Context: an optimization exercise on an open-source flow, tuned for small area, a short achievable clock period and few clock cycles per item. The choices shown serve that exercise and are no tape-out recipe.
At most, simulation tests tie the RTL to the original design; equivalence was not proved.
Power and IR-drop figures of this design are not reliable: the tool's default activity estimate is inflated in some of its runs.

==> willow <==
==> flow/design.v (excerpt) <==
module julian_day_converter (
  input  logic                         clk,
  input  logic                         rst_n,
  input  logic                         in_tvalid,
  output logic                         in_tready,
  input  logic [jdc_pkg::TDATA_W-1:0]  in_tdata,
  input  logic                         in_tuser,
  output logic                         out_tvalid,
  input  logic                         out_tready,
  output logic [jdc_pkg::TDATA_W-1:0]  out_tdata,
  output logic                         out_tuser
);
  logic        en;
  logic [13:0] y_mar, y_est;
  logic [8:0]  tday;
  logic        err0;
  logic [13:0] x1_r;      
  logic [9:0]  z1_r;      
  logic        op1_r, err1_r;
  logic [11:0] q;
  logic [15:0] cprod, ca, cb;
  logic [7:0]  cent;
  logic        r99, leap;
  logic [22:0] p, pa, pb;
  logic [9:0]  p2_r;      
  logic [13:0] w2_r;      
  logic [7:0]  c2_r;
  logic        leap2_r, op2_r, err2_r;
  logic [22:0] g, ga, gb;
  logic [9:0]  doy_c;
  logic        corr;
  logic [8:0]  doy;
  logic [3:0]  mon;
  logic [13:0] w3_r;      
  logic [9:0]  d3_r;      
  logic        op3_r, err3_r;
  logic [13:0] year_d;
  logic [3:0]  month_d;
  logic [4:0]  day_d;
  jdc_ctrl u_ctrl (
    .clk        (clk),
    .rst_n      (rst_n),
    .in_tvalid  (in_tvalid),
    .out_tready (out_tready),
    .en         (en),
    .vld_out    (out_tvalid)
  );
  jdc_fwd u_fwd (
    .year  (in_tdata[13:0]),
    .month (in_tdata[17:14]),
    .day   (in_tdata[22:18]),
    .y_mar (y_mar),
    .tday  (tday)
  );
  jdc_inv_est u_est (
    .n     (in_tdata[45:23]),
    .y_est (y_est),
    .err   (err0)
  );
  assign in_tready = en;
  always_ff @(posedge clk) begin
    if (en) begin
      x1_r   <= in_tuser ? y_est : y_mar;
      z1_r   <= in_tuser ? ~in_tdata[32:23] : {1'b0, tday};
      op1_r  <= in_tuser;
      err1_r <= in_tuser & err0;
    end
  end
  assign q     = x1_r[13:2];
  logic q_c0, q_c1, q_c2, q_c3, q_c4, q_c5, q_c6, q_c7;
  logic q_c8, q_c9, q_c10, q_c11, q_c12, q_c13, q_c14, q_c15;
  logic q_c16, q_c17, q_c18, q_c19, q_c20, q_c21, q_c22, q_c23;
  logic q_c24, q_s0, q_s1, q_s2, q_s3, q_s4, q_s5, q_s6;
  ...
Settings: LEC_CHECK=0, CAP_MARGIN=20, CORE_MARGIN=2, CORE_UTILIZATION=55, SETUP_SLACK_MARGIN=1.0, SLEW_MARGIN=20; clock period 6.0 ns.
standard.sh (not shown) runs the stock make flow with config.mk's settings and CLKGATE_MAP_FILE= SYNTH_SCRIPT=/design/flow/synth_recipe.tcl, a recipe that flattens the netlist after the stock synthesis.
==> flow/flow/run.sh <==
#!/bin/bash
# Standard layout with two changes:
# - port buffers are buf_1 instead of the flow's default pick, a slow delay
#   cell; every port still gets its buffer;
# - after the standard synthesis, flow/invopt.py chooses the output polarity
#   of each full-adder cell (a full adder is self-dual) so that fewer
#   inverters are needed between adder cells. Registers, ports and all other
#   cells are left as the standard synthesis made them.
set -euo pipefail
cp standard.sh standard_sh.txt
export BUFFER_PORTS_ARGS="-buffer_cell sky130_fd_sc_hd__buf_1"
R=orfs/results/sky130hd/julian_day_converter/base
bash standard.sh synth > standard_synth.log 2>&1
cp $R/1_2_yosys.v yosys_netlist_standard.v
python3 flow/invopt.py yosys_netlist_standard.v $R/1_2_yosys.v > invopt.log 2>&1
touch $R/1_2_yosys.v
bash standard.sh > standard.log 2>&1
Other scripts of this flow, unchanged in this note and not shown: flow/flow/invopt.py
==> yarrow (differences from willow) <==
--- a/flow/design.v
+++ b/flow/design.v
@@ -70,17 +70,16 @@
 endmodule
 import jdc_pkg::*;
 module jdc_inv_est (
   input  logic [22:0] n,
   output logic [13:0] y_est,
   output logic        err
 );
   logic [16:0] sa, sb, p;
-  logic [8:0]  plo, phi0, phi1;
   assign err   = (n < JDN_FIRST) || (n > JDN_LAST);
   logic e_c0, e_c1, e_c2, e_c3, e_c4, e_c5, e_c6, e_c7;
   logic e_c8, e_c9, e_c10, e_c11, e_c12, e_c13, e_c14, e_c15;
   logic e_c16, e_c17, e_c18, e_c19, e_c20, e_c21, e_c22, e_c23;
   logic e_c24, e_c25, e_c26, e_c27, e_c28, e_c29, e_c30, e_c31;
   logic e_c32, e_c33, e_c34, e_c35, e_c36, e_c37, e_c38, e_c39;
   logic e_c40, e_c41, e_c42, e_c43, e_c44, e_c45, e_c46, e_c47;
   logic e_c48, e_c49, e_c50, e_c51, e_c52, e_c53, e_c54, e_c55;
@@ -207,20 +206,17 @@
   assign e_s56 = 1'b1 ^ e_c40 ^ e_s41;
   assign e_c56 = (1'b1 & e_c40) | (1'b1 & e_s41) | (e_c40 & e_s41);
   assign e_s57 = n[21] ^ e_c41;
   assign e_c57 = n[21] & e_c41;
   assign e_s58 = n[22] ^ 1'b1;
   assign e_c58 = n[22] & 1'b1;
   assign sa = {e_c57, e_c56, e_c55, e_c54, e_c53, e_c52, e_c51, e_c50, e_c49, e_c48, e_c47, e_c46, e_c45, e_c44, e_c43, e_c42, e_s27};
   assign sb = {e_s58, e_s57, e_s56, e_s55, e_s54, e_s53, e_s52, e_s51, e_s50, e_s49, e_s48, e_s47, e_s46, e_s45, e_s44, e_s43, e_s42};
-  assign plo   = {1'b0, sa[7:0]} + {1'b0, sb[7:0]};
-  assign phi0  = sa[16:8] + sb[16:8];
-  assign phi1  = sa[16:8] + sb[16:8] + 9'd1;
-  assign p     = {plo[8] ? phi1 : phi0, plo[7:0]};
+  assign p     = sa + sb;
   assign y_est = p[16:3];
 endmodule
 module jdc_inv_mon (
   input  logic [8:0]  doy,       
   output logic [3:0]  m          
 );
   always_comb begin
     if      (doy >= 9'd337) m = 4'd11;
Settings changed: CORE_UTILIZATION 55 to 40, SETUP_SLACK_MARGIN 1.0 to 1.2.
==> comparison table <==
item	willow	yarrow
Outcome	complete, no violations	complete, no violations
Worst r2r src	x1_r[3]	x1_r[6]
Clock Skew	0.00757 ns	0.0143 ns
1st-pass router iterations	4	5
Routing usage on met3	0.0336	0.0219
Non-Clock Buffer Count	138	148
Critical path origin	x1_r[3]	in_tdata[35]
Switching power	0.0131 W	0.0135 W
Maximum number of pins on one net before global-route repair	90	60
All-layer global routing usage	0.245	0.179
Via Count	8,956	9,137
Routed met2 length	13,200 um	13,600 um
Met3 WL post-DR	866 um	979 um
Clock share of power	0.023	0.021
Global routing usage on met1	0.321	0.233
Worst slack on hold paths	0.434 ns	0.428 ns
Switching power as a share of total power	0.528	0.526
Testbench counts of yarrow, summed over its fixed seeds: cycles 8,024, items 8,000.
No functional check of the RTL was part of willow.

* * *

==> inputs of v22 <==
==> flow/design.v <==
package jdc_pkg;
  localparam int YEAR_W  = 14;
  localparam int MONTH_W = 4;
  localparam int DAY_W   = 5;
  localparam int JDN_W   = 23;
  localparam int TDATA_W = 48;
  localparam logic [22:0] JDN_EPOCH = 23'd1721119;   
  localparam logic [22:0] JDN_FIRST = 23'd1721426;   
  localparam logic [22:0] JDN_LAST  = 23'd5373484;   
  localparam logic [18:0] EST_OFS = 19'd37704;
endpackage
module jdc_ctrl (
  input  logic clk,
  input  logic rst_n,
  input  logic in_tvalid,
  input  logic out_tready,
  output logic en,
  output logic vld_out
);
  logic v1_r, v2_r, v3_r;
  assign en      = ~v3_r | out_tready;
  assign vld_out = v3_r;
  always_ff @(posedge clk) begin
    if (!rst_n) begin
      v1_r <= 1'b0;
      v2_r <= 1'b0;
      v3_r <= 1'b0;
    end else if (en) begin
      v1_r <= in_tvalid;
      v2_r <= v1_r;
      v3_r <= v2_r;
    end
  end
endmodule
module jdc_fwd (
  input  logic [13:0] year,
  input  logic [3:0]  month,
  input  logic [4:0]  day,
  output logic [13:0] y_mar,
  output logic [8:0]  tday
);
  logic       early;
  logic [8:0] tmon;
  assign early = (month <= 4'd2);
  always_comb begin
    if (year == 14'd0) y_mar = early ? 14'd0 : 14'd1;
    else               y_mar = year - {13'd0, early};
  end
  always_comb begin
    case (month)
      4'd0:  tmon = 9'd275;
      4'd1:  tmon = 9'd306;
      4'd2:  tmon = 9'd337;
      4'd3:  tmon = 9'd0;
      4'd4:  tmon = 9'd31;
      4'd5:  tmon = 9'd61;
      4'd6:  tmon = 9'd92;
      4'd7:  tmon = 9'd122;
      4'd8:  tmon = 9'd153;
      4'd9:  tmon = 9'd184;
      4'd10: tmon = 9'd214;
      4'd11: tmon = 9'd245;
      4'd12: tmon = 9'd275;
      4'd13: tmon = 9'd306;
      4'd14: tmon = 9'd337;
      default: tmon = 9'd367;
    endcase
  end
  assign tday = tmon + {4'd0, day};
endmodule
import jdc_pkg::*;
module jdc_inv_est (
  input  logic [22:0] n,
  output logic [13:0] y_est,
  output logic        err
);
  logic [18:0] p;
  assign err   = (n < JDN_FIRST) || (n > JDN_LAST);
  assign p     = 19'(n[22:6]) + 19'(n[22:8]) + 19'(n[22:9]) + 19'(n[22:11])
               - 19'(n[22:14]) - 19'(n[22:17]) - EST_OFS;
  assign y_est = p[16:3];
endmodule
module jdc_inv_dec (
  input  logic [8:0]  doy,       
  input  logic        corr,      
  input  logic [13:0] y_est,
  output logic [13:0] year,
  output logic [3:0]  month,
  output logic [4:0]  day
);
  logic [3:0] m;
  logic [8:0] start;
  logic       jf;
  always_comb begin
    if      (doy >= 9'd337) begin m = 4'd11; start = 9'd337; end
    else if (doy >= 9'd306) begin m = 4'd10; start = 9'd306; end
    else if (doy >= 9'd275) begin m = 4'd9;  start = 9'd275; end
    else if (doy >= 9'd245) begin m = 4'd8;  start = 9'd245; end
    else if (doy >= 9'd214) begin m = 4'd7;  start = 9'd214; end
    else if (doy >= 9'd184) begin m = 4'd6;  start = 9'd184; end
    else if (doy >= 9'd153) begin m = 4'd5;  start = 9'd153; end
    else if (doy >= 9'd122) begin m = 4'd4;  start = 9'd122; end
    else if (doy >= 9'd92)  begin m = 4'd3;  start = 9'd92;  end
    else if (doy >= 9'd61)  begin m = 4'd2;  start = 9'd61;  end
    else if (doy >= 9'd31)  begin m = 4'd1;  start = 9'd31;  end
    else                    begin m = 4'd0;  start = 9'd0;   end
  end
  assign jf    = (m >= 4'd10);
  assign month = jf ? (m - 4'd9) : (m + 4'd3);
  assign day   = 5'(doy[4:0] - start[4:0] + 5'd1);
  assign year  = y_est + {12'd0, corr & jf, corr ^ jf};
endmodule
import jdc_pkg::*;
module julian_day_converter (
  input  logic                         clk,
  input  logic                         rst_n,
  input  logic                         in_tvalid,
  output logic                         in_tready,
  input  logic [jdc_pkg::TDATA_W-1:0]  in_tdata,
  input  logic                         in_tuser,
  output logic                         out_tvalid,
  input  logic                         out_tready,
  output logic [jdc_pkg::TDATA_W-1:0]  out_tdata,
  output logic                         out_tuser
);
  logic        en;
  logic [13:0] y_mar, y_est;
  logic [8:0]  tday;
  logic        err0;
  logic [13:0] x1_r;      
  logic [9:0]  z1_r;      
  logic        op1_r, err1_r;
  logic [11:0] q;
  logic [15:0] cprod;
  logic [7:0]  cent;
  logic        r99, leap;
  logic [22:0] p;
  logic [9:0]  p2_r;      
  logic [13:0] w2_r;      
  logic [7:0]  c2_r;
  logic        leap2_r, op2_r, err2_r;
  logic [22:0] g;
  logic [9:0]  doy_c;
  logic        corr;
  logic [8:0]  doy;
  logic [13:0] w3_r;      
  logic [9:0]  d3_r;      
  logic        op3_r, err3_r;
  logic [13:0] year_d;
  logic [3:0]  month_d;
  logic [4:0]  day_d;
  jdc_ctrl u_ctrl (
    .clk        (clk),
    .rst_n      (rst_n),
    .in_tvalid  (in_tvalid),
    .out_tready (out_tready),
    .en         (en),
    .vld_out    (out_tvalid)
  );
  jdc_fwd u_fwd (
    .year  (in_tdata[13:0]),
    .month (in_tdata[17:14]),
    .day   (in_tdata[22:18]),
    .y_mar (y_mar),
    .tday  (tday)
  );
  jdc_inv_est u_est (
    .n     (in_tdata[45:23]),
    .y_est (y_est),
    .err   (err0)
  );
  assign in_tready = en;
  always_ff @(posedge clk) begin
    if (en) begin
      x1_r   <= in_tuser ? y_est : y_mar;
      z1_r   <= in_tuser ? ~in_tdata[32:23] : {1'b0, tday};
      op1_r  <= in_tuser;
      err1_r <= in_tuser & err0;
    end
  end
  assign q     = x1_r[13:2];
  assign cprod = ({1'b0, q, 3'd0}) + ({3'd0, q, 1'b0}) + {6'd0, q[11:2]} - {11'd0, q[11:7]};
  assign cent  = cprod[15:8];
  assign r99   = (x1_r[1:0] == 2'b11) && (cprod[7:0] >= 8'd246);
  assign leap  = (x1_r[1:0] == 2'b11) && (!r99 || (cent[1:0] == 2'b11));
  assign p = ({9'd0, x1_r} << 8) + ({9'd0, x1_r} << 6) + ({9'd0, x1_r} << 5)
           + ({9'd0, x1_r} << 3) + ({9'd0, x1_r} << 2) + {9'd0, x1_r}
           + {11'd0, x1_r[13:2]} + {13'd0, z1_r} + JDN_EPOCH + {22'd0, op1_r};
  always_ff @(posedge clk) begin
    if (en) begin
      p2_r    <= p[9:0];
      w2_r    <= op1_r ? x1_r : {1'b0, p[22:10]};
      c2_r    <= cent;
      leap2_r <= leap;
      op2_r   <= op1_r;
      err2_r  <= err1_r;
    end
  end
  assign g     = {w2_r[12:0], p2_r} - {15'd0, c2_r} + {17'd0, c2_r[7:2]};
  assign doy_c = ~g[9:0];
  assign corr  = leap2_r ? (doy_c >= 10'd366) : (doy_c >= 10'd365);
  assign doy   = corr ? 9'(doy_c - (leap2_r ? 10'd366 : 10'd365)) : doy_c[8:0];
  always_ff @(posedge clk) begin
    if (en) begin
      w3_r   <= op2_r ? w2_r : {1'b0, g[22:10]};
      d3_r   <= op2_r ? {corr, doy} : g[9:0];
      op3_r  <= op2_r;
      err3_r <= err2_r;
    end
  end
  jdc_inv_dec u_dec (
    .doy   (d3_r[8:0]),
    .corr  (d3_r[9]),
    .y_est (w3_r),
    .year  (year_d),
    .month (month_d),
    .day   (day_d)
  );
  always_comb begin
    out_tdata = '0;
    out_tuser = 1'b0;
    if (!op3_r) begin
      out_tdata[22:0] = {w3_r[12:0], d3_r};
    end else if (err3_r) begin
      out_tuser = 1'b1;
    end else begin
      out_tdata[36:23] = year_d;
      out_tdata[40:37] = month_d;
      out_tdata[45:41] = day_d;
    end
  end
endmodule
==> flow/flow/run.sh <==
#!/bin/bash
# Standard layout, with the port buffers made of buf_1 instead of the flow's
# default pick, which is a slow delay cell. Every port still gets a buffer.
set -e
cp standard.sh standard_sh.txt
export BUFFER_PORTS_ARGS="-buffer_cell sky130_fd_sc_hd__buf_1"
bash standard.sh > standard.log 2>&1
==> flow/standard.sh <==
#!/bin/bash
# synth_recipe.tcl (not shown) runs the flow's synth.tcl, then flattens the netlist and writes it again
# the make line also repeats each setting of config.mk as NAME=value (left out here)
make -C /OpenROAD-flow-scripts/flow DESIGN_CONFIG=/design/flow/config.mk WORK_HOME=/design/flow/orfs CLKGATE_MAP_FILE= SYNTH_SCRIPT=/design/flow/synth_recipe.tcl "${@:-finish}"
==> flow/config.mk <==
export PLATFORM = sky130hd
export DESIGN_NAME = julian_day_converter
export DESIGN_NICKNAME = julian_day_converter
export VERILOG_FILES = /design/flow/design.v
export SDC_FILE = /design/flow/constraint.sdc
export NUM_CORES = 4
export LEC_CHECK = 0
export ABC_CLOCK_PERIOD_IN_PS = 4500
export CAP_MARGIN = 20
export CORE_MARGIN = 2
export CORE_UTILIZATION = 40
export SLEW_MARGIN = 20
==> flow/constraint.sdc <==
create_clock -name core_clock -period 6.0 [get_ports {clk}]
set_input_delay 1.2000 -clock core_clock [delete_from_list [all_inputs] [get_ports {clk}]]
set_output_delay 1.2000 -clock core_clock [all_outputs]
set_load 0.01 [all_outputs]
==> v10 (differences from v22) <==
Settings changed: ABC_CLOCK_PERIOD_IN_PS 4500 to not set, CORE_UTILIZATION 40 to 60, PLACE_DENSITY set to 0.8.
==> v19 (differences from v22) <==
==> flow/run.sh (new file) <==
#!/bin/bash
# synth_recipe.tcl (not shown) runs the flow's synth.tcl, then flattens the netlist and writes it again
# the make line also repeats each setting of config.mk as NAME=value (left out here)
make -C /OpenROAD-flow-scripts/flow DESIGN_CONFIG=/design/flow/config.mk WORK_HOME=/design/flow/orfs CLKGATE_MAP_FILE= SYNTH_SCRIPT=/design/flow/synth_recipe.tcl finish
Settings changed: ABC_AREA set to 1, ABC_CLOCK_PERIOD_IN_PS 4500 to not set.
removed: flow/flow/run.sh
removed: flow/standard.sh
==> v8 (differences from v22) <==
--- a/flow/design.v
+++ b/flow/design.v
@@ -9,3 +9,3 @@
   localparam logic [22:0] JDN_LAST  = 23'd5373484;   
-  localparam logic [18:0] EST_OFS = 19'd37704;
+  localparam logic [26:0] EST_OFS = 27'd38608000;
 endpackage
@@ -19,5 +19,5 @@
 );
-  logic v1_r, v2_r, v3_r;
-  assign en      = ~v3_r | out_tready;
-  assign vld_out = v3_r;
+  logic v1_r, v2_r;
+  assign en      = ~v2_r | out_tready;
+  assign vld_out = v2_r;
   always_ff @(posedge clk) begin
@@ -26,3 +26,2 @@
       v2_r <= 1'b0;
-      v3_r <= 1'b0;
     end else if (en) begin
@@ -30,3 +29,2 @@
       v2_r <= v1_r;
-      v3_r <= v2_r;
     end
@@ -76,12 +74,13 @@
 );
-  logic [18:0] p;
+  logic [26:0] p;
   assign err   = (n < JDN_FIRST) || (n > JDN_LAST);
-  assign p     = 19'(n[22:6]) + 19'(n[22:8]) + 19'(n[22:9]) + 19'(n[22:11])
-               - 19'(n[22:14]) - 19'(n[22:17]) - EST_OFS;
-  assign y_est = p[16:3];
+  assign p     = ({11'd0, n[22:7]} << 12) - ({11'd0, n[22:7]} << 10)
+               - ({11'd0, n[22:7]} << 8) + ({11'd0, n[22:7]} << 6)
+               - ({11'd0, n[22:7]} << 3) - {11'd0, n[22:7]} - EST_OFS;
+  assign y_est = p[26:13];
 endmodule
 module jdc_inv_dec (
-  input  logic [8:0]  doy,       
-  input  logic        corr,      
+  input  logic [9:0]  doy_c,     
   input  logic [13:0] y_est,
+  input  logic        leap,      
   output logic [13:0] year,
@@ -90,2 +89,4 @@
 );
+  logic       corr;
+  logic [8:0] doy;
   logic [3:0] m;
@@ -93,2 +94,4 @@
   logic       jf;
+  assign corr = leap ? (doy_c >= 10'd366) : (doy_c >= 10'd365);
+  assign doy  = corr ? 9'(doy_c - (leap ? 10'd366 : 10'd365)) : doy_c[8:0];
   always_comb begin
@@ -133,17 +136,9 @@
   logic [11:0] q;
-  logic [15:0] cprod;
+  logic [22:0] cprod;
   logic [7:0]  cent;
-  logic        r99, leap;
-  logic [22:0] p;
-  logic [9:0]  p2_r;      
+  logic        r99, leap2;
+  logic [22:0] g;
+  logic [9:0]  g2_r;      
   logic [13:0] w2_r;      
-  logic [7:0]  c2_r;
   logic        leap2_r, op2_r, err2_r;
-  logic [22:0] g;
-  logic [9:0]  doy_c;
-  logic        corr;
-  logic [8:0]  doy;
-  logic [13:0] w3_r;      
-  logic [9:0]  d3_r;      
-  logic        op3_r, err3_r;
   logic [13:0] year_d;
@@ -181,15 +176,15 @@
   assign q     = x1_r[13:2];
-  assign cprod = ({1'b0, q, 3'd0}) + ({3'd0, q, 1'b0}) + {6'd0, q[11:2]} - {11'd0, q[11:7]};
-  assign cent  = cprod[15:8];
-  assign r99   = (x1_r[1:0] == 2'b11) && (cprod[7:0] >= 8'd246);
-  assign leap  = (x1_r[1:0] == 2'b11) && (!r99 || (cent[1:0] == 2'b11));
-  assign p = ({9'd0, x1_r} << 8) + ({9'd0, x1_r} << 6) + ({9'd0, x1_r} << 5)
+  assign cprod = ({11'd0, q} << 10) + ({11'd0, q} << 8) + ({11'd0, q} << 5) - {11'd0, q};
+  assign cent  = cprod[22:15];
+  assign r99   = (x1_r[1:0] == 2'b11) && (cprod[14:0] >= 15'd31296);
+  assign leap2 = (x1_r[1:0] == 2'b11) && (!r99 || (cent[1:0] == 2'b11));
+  assign g = ({9'd0, x1_r} << 8) + ({9'd0, x1_r} << 6) + ({9'd0, x1_r} << 5)
            + ({9'd0, x1_r} << 3) + ({9'd0, x1_r} << 2) + {9'd0, x1_r}
-           + {11'd0, x1_r[13:2]} + {13'd0, z1_r} + JDN_EPOCH + {22'd0, op1_r};
+           + {11'd0, x1_r[13:2]} - {15'd0, cent} + {17'd0, cent[7:2]}
+           + {13'd0, z1_r} + JDN_EPOCH + {22'd0, op1_r};
   always_ff @(posedge clk) begin
     if (en) begin
-      p2_r    <= p[9:0];
-      w2_r    <= op1_r ? x1_r : {1'b0, p[22:10]};
-      c2_r    <= cent;
-      leap2_r <= leap;
+      g2_r    <= g[9:0];
+      w2_r    <= op1_r ? x1_r : {1'b0, g[22:10]};
+      leap2_r <= leap2;
       op2_r   <= op1_r;
@@ -198,18 +193,6 @@
   end
-  assign g     = {w2_r[12:0], p2_r} - {15'd0, c2_r} + {17'd0, c2_r[7:2]};
-  assign doy_c = ~g[9:0];
-  assign corr  = leap2_r ? (doy_c >= 10'd366) : (doy_c >= 10'd365);
-  assign doy   = corr ? 9'(doy_c - (leap2_r ? 10'd366 : 10'd365)) : doy_c[8:0];
-  always_ff @(posedge clk) begin
-    if (en) begin
-      w3_r   <= op2_r ? w2_r : {1'b0, g[22:10]};
-      d3_r   <= op2_r ? {corr, doy} : g[9:0];
-      op3_r  <= op2_r;
-      err3_r <= err2_r;
-    end
-  end
   jdc_inv_dec u_dec (
-    .doy   (d3_r[8:0]),
-    .corr  (d3_r[9]),
-    .y_est (w3_r),
+    .doy_c (~g2_r),
+    .y_est (w2_r),
+    .leap  (leap2_r),
     .year  (year_d),
@@ -221,5 +204,5 @@
     out_tuser = 1'b0;
-    if (!op3_r) begin
-      out_tdata[22:0] = {w3_r[12:0], d3_r};
-    end else if (err3_r) begin
+    if (!op2_r) begin
+      out_tdata[22:0] = {w2_r[12:0], g2_r};
+    end else if (err2_r) begin
       out_tuser = 1'b1;
==> flow/run.sh (new file) <==
#!/bin/bash
# synth_recipe.tcl (not shown) runs the flow's synth.tcl, then flattens the netlist and writes it again
# the make line also repeats each setting of config.mk as NAME=value (left out here)
make -C /OpenROAD-flow-scripts/flow DESIGN_CONFIG=/design/flow/config.mk WORK_HOME=/design/flow/orfs CLKGATE_MAP_FILE= SYNTH_SCRIPT=/design/flow/synth_recipe.tcl finish
Settings changed: ABC_CLOCK_PERIOD_IN_PS 4500 to not set.
removed: flow/flow/run.sh
removed: flow/standard.sh
==> results.txt <==
- v22 finished clean. v8 finished with negative setup slack left. v19 finished clean. v10 ran to the end with no violations.
- Global-route usage, lowest first: v22, v19, v8, v10.
- The lowest via count belongs to v22, the highest to v8.
- Of v19 and v10, v10 has the higher sequential power (gap about 6%, measured against v10).
- Synthesized cell count: v10 is smaller than v19 (17%).
==> figures <==
Relative contribution of sequential cells to total power: v10 9.5%; v19 8.4%; v22 9.5%; v8 3.7%
Slack of the worst reg-to-reg path: v10 540 ps; v19 840 ps; v22 490 ps; v8 -1490 ps
Fraction of layout cells with a size suffix above 1: v10 4.423%; v19 5.430%; v22 4.618%; v8 27.62%
Outcome: v10 finished clean; v19 finished clean; v22 finished clean; v8 finished with violations
Violated checks: v10 -; v19 -; v22 -; v8 negative setup slack
Smallest hold slack: v10 424.0 ps; v19 438.2 ps; v22 433.7 ps; v8 471.8 ps
Kind of start point of the critical path: v10 primary input; v19 flop; v22 primary input; v8 flop
Routed wire length: v10 27,250 microns; v19 30,080 microns; v22 26,970 microns; v8 34,240 microns
Count of placed standard cells in the final layout, fillers left out: v10 1,722; v19 2,173; v22 1,853; v8 2,063
Seq cells: v10 90; v19 90; v22 90; v8 55
Post-synthesis average cell area: v10 9.454 sq um; v19 8.083 sq um; v22 9.454 sq um; v8 9.202 sq um
Testbench counts of v22, summed over its fixed seeds: cycles 8,024, items 8,000.
Testbench counts of v10, summed over its fixed seeds: cycles 8,024, items 8,000.
Testbench counts of v19, summed over its fixed seeds: cycles 8,024, items 8,000.
Testbench counts of v8, summed over its fixed seeds: cycles 8,016, items 8,000.

## re-timing with driven ports
The flow's constraints put no driver on any port. The routed layouts listed below were extracted and timed again, unchanged, in two steps. Step 1, drivers: a clkbuf_16 drives clk and a buf_2 each remaining input, both assumed. Step 2 moves the port delays by t, midway between the first and last clock arrival at a register: inputs arrive t later, outputs are due t later. That takes back most of the time a late clock gives input paths. Slacks: ideal ports / drivers / drivers and shift; pairs: ideal ports / drivers.
run | t (ns) | setup slack, ns | worst slew at a driven data input, ns
willow | 0.392 | 1.153 / 1.153 / 0.868 | 0.04
yarrow | 0.393 | 1.212 / 1.230 / 0.837 | 0.05
v22 | 0.386 | 0.453 / 0.477 / 0.091 | 0.03
v10 | 0.395 | 0.400 / 0.421 / 0.026 | 0.03
v19 | 0.403 | 0.407 / 0.358 / 0.252 | 0.04
v8 | 0.346 | -1.493 / -1.493 / -1.493 | 0.04
For yarrow, which loses most, drivers alone change the setup slack by +0.018 ns; drivers and shift together by -0.375 ns.
